What follows belongs to an exercise in optimizing a design on an open flow for small area; a production flow would make more cautious choices.
Only simulation tests tie the RTL to the original design; equivalence was not proved.
Power is estimated from default activity; no workload was simulated.

==> flow/design.v (excerpt) <==
module pid_controller_clamped_unit #(
  parameter int unsigned UPDATE_RATE_HZ = 30
) (
  input  wire                               clk_i,
  input  wire                               rst_ni,
  input  wire                               cfg_valid_i,
  output logic                              cfg_ready_o,
  input  wire  [pcc_pkg::CfgIdxW-1:0]       cfg_index_i,
  input  wire  [pcc_pkg::DataW-1:0]         cfg_data_i,
  input  wire                               in_valid_i,
  output logic                              in_ready_o,
  input  wire                               time_passed_i,
  input  wire  signed [pcc_pkg::DataW-1:0]  setpoint_i,
  input  wire  signed [pcc_pkg::DataW-1:0]  measured_i,
  output logic                              out_valid_o,
  input  wire                               out_ready_i,
  output logic signed [pcc_pkg::DataW-1:0]  drive_o
);
  localparam logic [2:0] PhIdle = 3'd0;
  localparam logic [2:0] Ph1    = 3'd1;
  localparam logic [2:0] Ph2    = 3'd2;
  localparam logic [2:0] Ph3    = 3'd3;
  localparam logic [2:0] Ph4    = 3'd4;
  logic signed [15:0] kp_q, ki_q, kd_q, mn_q, mx_q;
  logic        [4:0]  cv_q;     
  logic signed [15:0] prev_q;
  logic               sv_q;     
  logic               out_valid_q;
  logic        [15:0] drive_q;
  logic [2:0] ph_q, ph_d;
  logic [4:0] g_q;                       
  logic       rd_q;                       
  logic        br_e_q, br_d_q, br_30_q;   
  logic [4:0]  dl_q;                      
  logic [16:0] acc_q;                     
  logic        pd_q;                      
  logic [3:0]  r_q;                       
  logic        br_q_q;                    
  logic        cy_q;                      
  logic        br_l_q, br_h_q;            
  logic        lt_q, gt_q, inv_q;         
  logic [23:0] ra_q, rb_q;                
  logic        p_q;                       
  logic        sgn_q;                     
  logic hold, first, jfirst, last;
  logic accept;
  assign cfg_ready_o = 1'b1;
  assign out_valid_o = out_valid_q;
  assign drive_o     = drive_q;
  ...
Settings: LEC_CHECK=0, CAP_MARGIN=20, CORE_MARGIN=2, CORE_UTILIZATION=60, CTS_BUF_LIST=sky130_fd_sc_hd__clkbuf_8, CTS_CLUSTER_DIAMETER=60, CTS_CLUSTER_SIZE=16, SLEW_MARGIN=20; clock period 11.0 ns.
standard.sh (not shown) runs the stock make flow with config.mk's settings and CLKGATE_MAP_FILE= SYNTH_SCRIPT=/design/flow/synth_recipe.tcl, a recipe that flattens the netlist after the stock synthesis.
==> flow/flow/run.sh <==
#!/bin/bash
# The standard layout with three changes:
#  - synthesis maps with an area-oriented ABC script (flow/abc_area.script in
#    place of ORFS's abc_speed.script; everything else in the scripts folder
#    is ORFS's own, copied unchanged);
#  - the port buffers are the smallest buffer cell;
#  - the clock tree is built from clkbuf_8 without dummy loads.
set -euo pipefail
here=$PWD
rm -rf "$here/scripts_area"
cp -r "$FLOW_HOME/scripts" "$here/scripts_area"
cp "$here/flow/abc_area.script" "$here/scripts_area/abc_speed.script"
export BUFFER_PORTS_ARGS="-buffer_cell sky130_fd_sc_hd__buf_1"
export CTS_ARGS="-sink_clustering_enable -repair_clock_nets -buf_list sky130_fd_sc_hd__clkbuf_8 -sink_clustering_size 16 -sink_clustering_max_diameter 60 -dont_use_dummy_load"
bash standard.sh "SCRIPTS_DIR=$here/scripts_area" finish > standard.log 2>&1
==> flow/flow/abc_area.script <==
&get -n
&st
&dch -f
&nf -a
&st
&syn2
&dch -f
&nf -a
&put
The first run ran to the end with no violations.
Rerun with:
--- a/flow/flow/run.sh
+++ b/flow/flow/run.sh
@@ -13,3 +13,3 @@
 export BUFFER_PORTS_ARGS="-buffer_cell sky130_fd_sc_hd__buf_1"
-export CTS_ARGS="-sink_clustering_enable -repair_clock_nets -buf_list sky130_fd_sc_hd__clkbuf_8 -sink_clustering_size 16 -sink_clustering_max_diameter 60 -dont_use_dummy_load"
+export CTS_ARGS="-sink_clustering_enable -repair_clock_nets -buf_list {sky130_fd_sc_hd__clkbuf_8 sky130_fd_sc_hd__clkbuf_16} -sink_clustering_size 24 -sink_clustering_max_diameter 70 -dont_use_dummy_load"
 bash standard.sh "SCRIPTS_DIR=$here/scripts_area" finish > standard.log 2>&1
Result: Setup slack got worse by 56 ps. Via count goes down by 0.93%. Register-to-register slack degrades by 30 ps. Maximum frequency went down by 0.53%. Routed wire length decreases by 0.70%. Final cell count decreases by 0.45%. Clock power rises by 20%.
Rerun with:
--- a/flow/flow/run.sh
+++ b/flow/flow/run.sh
@@ -13,3 +13,3 @@
 export BUFFER_PORTS_ARGS="-buffer_cell sky130_fd_sc_hd__buf_1"
-export CTS_ARGS="-sink_clustering_enable -repair_clock_nets -buf_list {sky130_fd_sc_hd__clkbuf_8 sky130_fd_sc_hd__clkbuf_16} -sink_clustering_size 24 -sink_clustering_max_diameter 70 -dont_use_dummy_load"
+export CTS_ARGS="-sink_clustering_enable -repair_clock_nets -buf_list sky130_fd_sc_hd__clkbuf_4 -sink_clustering_size 8 -sink_clustering_max_diameter 40 -dont_use_dummy_load"
 bash standard.sh "SCRIPTS_DIR=$here/scripts_area" finish > standard.log 2>&1
What happened: Worst setup slack is better by 130 ps. Power goes down by 3.5%. Area after synthesis is unchanged.
Rerun with:
--- a/flow/flow/run.sh
+++ b/flow/flow/run.sh
@@ -13,3 +13,3 @@
 export BUFFER_PORTS_ARGS="-buffer_cell sky130_fd_sc_hd__buf_1"
-export CTS_ARGS="-sink_clustering_enable -repair_clock_nets -buf_list sky130_fd_sc_hd__clkbuf_4 -sink_clustering_size 8 -sink_clustering_max_diameter 40 -dont_use_dummy_load"
+export CTS_ARGS="-sink_clustering_enable -repair_clock_nets -buf_list sky130_fd_sc_hd__clkbuf_16 -sink_clustering_size 30 -sink_clustering_max_diameter 80 -dont_use_dummy_load"
 bash standard.sh "SCRIPTS_DIR=$here/scripts_area" finish > standard.log 2>&1
Die area stays the same.
Combinational power hardly moves.
Clock skew drops by 39 ps.
Fmax drops slightly.
Total power climbs slightly.
Count of clock-buffer cells in the layout drops by 25.
Cell area hardly moves.
Critical path depth stays the same.
Wire length drops by a few percent.
Cell count drops by a few percent.
Rerun with:
--- a/flow/flow/run.sh
+++ b/flow/flow/run.sh
@@ -13,3 +13,3 @@
 export BUFFER_PORTS_ARGS="-buffer_cell sky130_fd_sc_hd__buf_1"
-export CTS_ARGS="-sink_clustering_enable -repair_clock_nets -buf_list sky130_fd_sc_hd__clkbuf_16 -sink_clustering_size 30 -sink_clustering_max_diameter 80 -dont_use_dummy_load"
+export CTS_ARGS="-sink_clustering_enable -repair_clock_nets -buf_list sky130_fd_sc_hd__clkbuf_8 -sink_clustering_size 16 -sink_clustering_max_diameter 60 -dont_use_dummy_load"
 bash standard.sh "SCRIPTS_DIR=$here/scripts_area" finish > standard.log 2>&1
GPL_TIMING_DRIVEN = 0   (was unset)
Outcome: Power falls by 2.2%. Non-clock buffer count is lower by 4. Global-route usage came out lower by 0.53 points. Cell count rises by 0.34%. Worst setup slack improved by 36 ps. Routed wire length goes down by 2.2%. Critical path depth came out lower by 1. Combinational power increases by 7.1%.

==> separate check: timing with driven ports <==
In the flow no input, the clock included, has a driving cell. The finished layouts below were timed again as built, in two steps.
Step 1 assumes that a clkbuf_16 drives the clock port and a buf_2 every other input.
Step 2 adds t to the input delays and takes it off the output delays; t is the mean of the earliest and latest rising clock arrival at the registers after step 1. Input paths then give back, and output paths get back, about the clock's delay inside the block.
Slacks: no drivers / after step 1 / after step 2; pairs: no drivers / after step 1.
| run | shift t [ns] | setup WS [ns] | clock arrival spread, ns | worst register clock-pin slew, ns | cell pins on the clock port's net |
|---|---|---|---|---|---|
| the first run | 0.524 | 0.424 / 0.443 / -0.081 | 0.052 / 0.052 | 0.10 / 0.10 | 1 |
| the second run | 0.497 | 0.367 / 0.386 / -0.111 | 0.049 / 0.050 | 0.09 / 0.09 | 1 |
| the third run | 0.601 | 0.499 / 0.515 / -0.086 | 0.074 / 0.074 | 0.09 / 0.09 | 1 |
| the fourth run | 0.480 | 0.370 / 0.389 / -0.090 | 0.028 / 0.029 | 0.11 / 0.11 | 1 |
| the fifth run | 0.536 | 0.406 / 0.427 / -0.110 | 0.036 / 0.035 | 0.11 / 0.11 | 1 |
With both steps, setup timing fails in every run listed, where it was met with ideal ports. The setup slack of the third run, which loses most, moves by +0.016 ns with the drivers and by -0.585 ns with both steps.
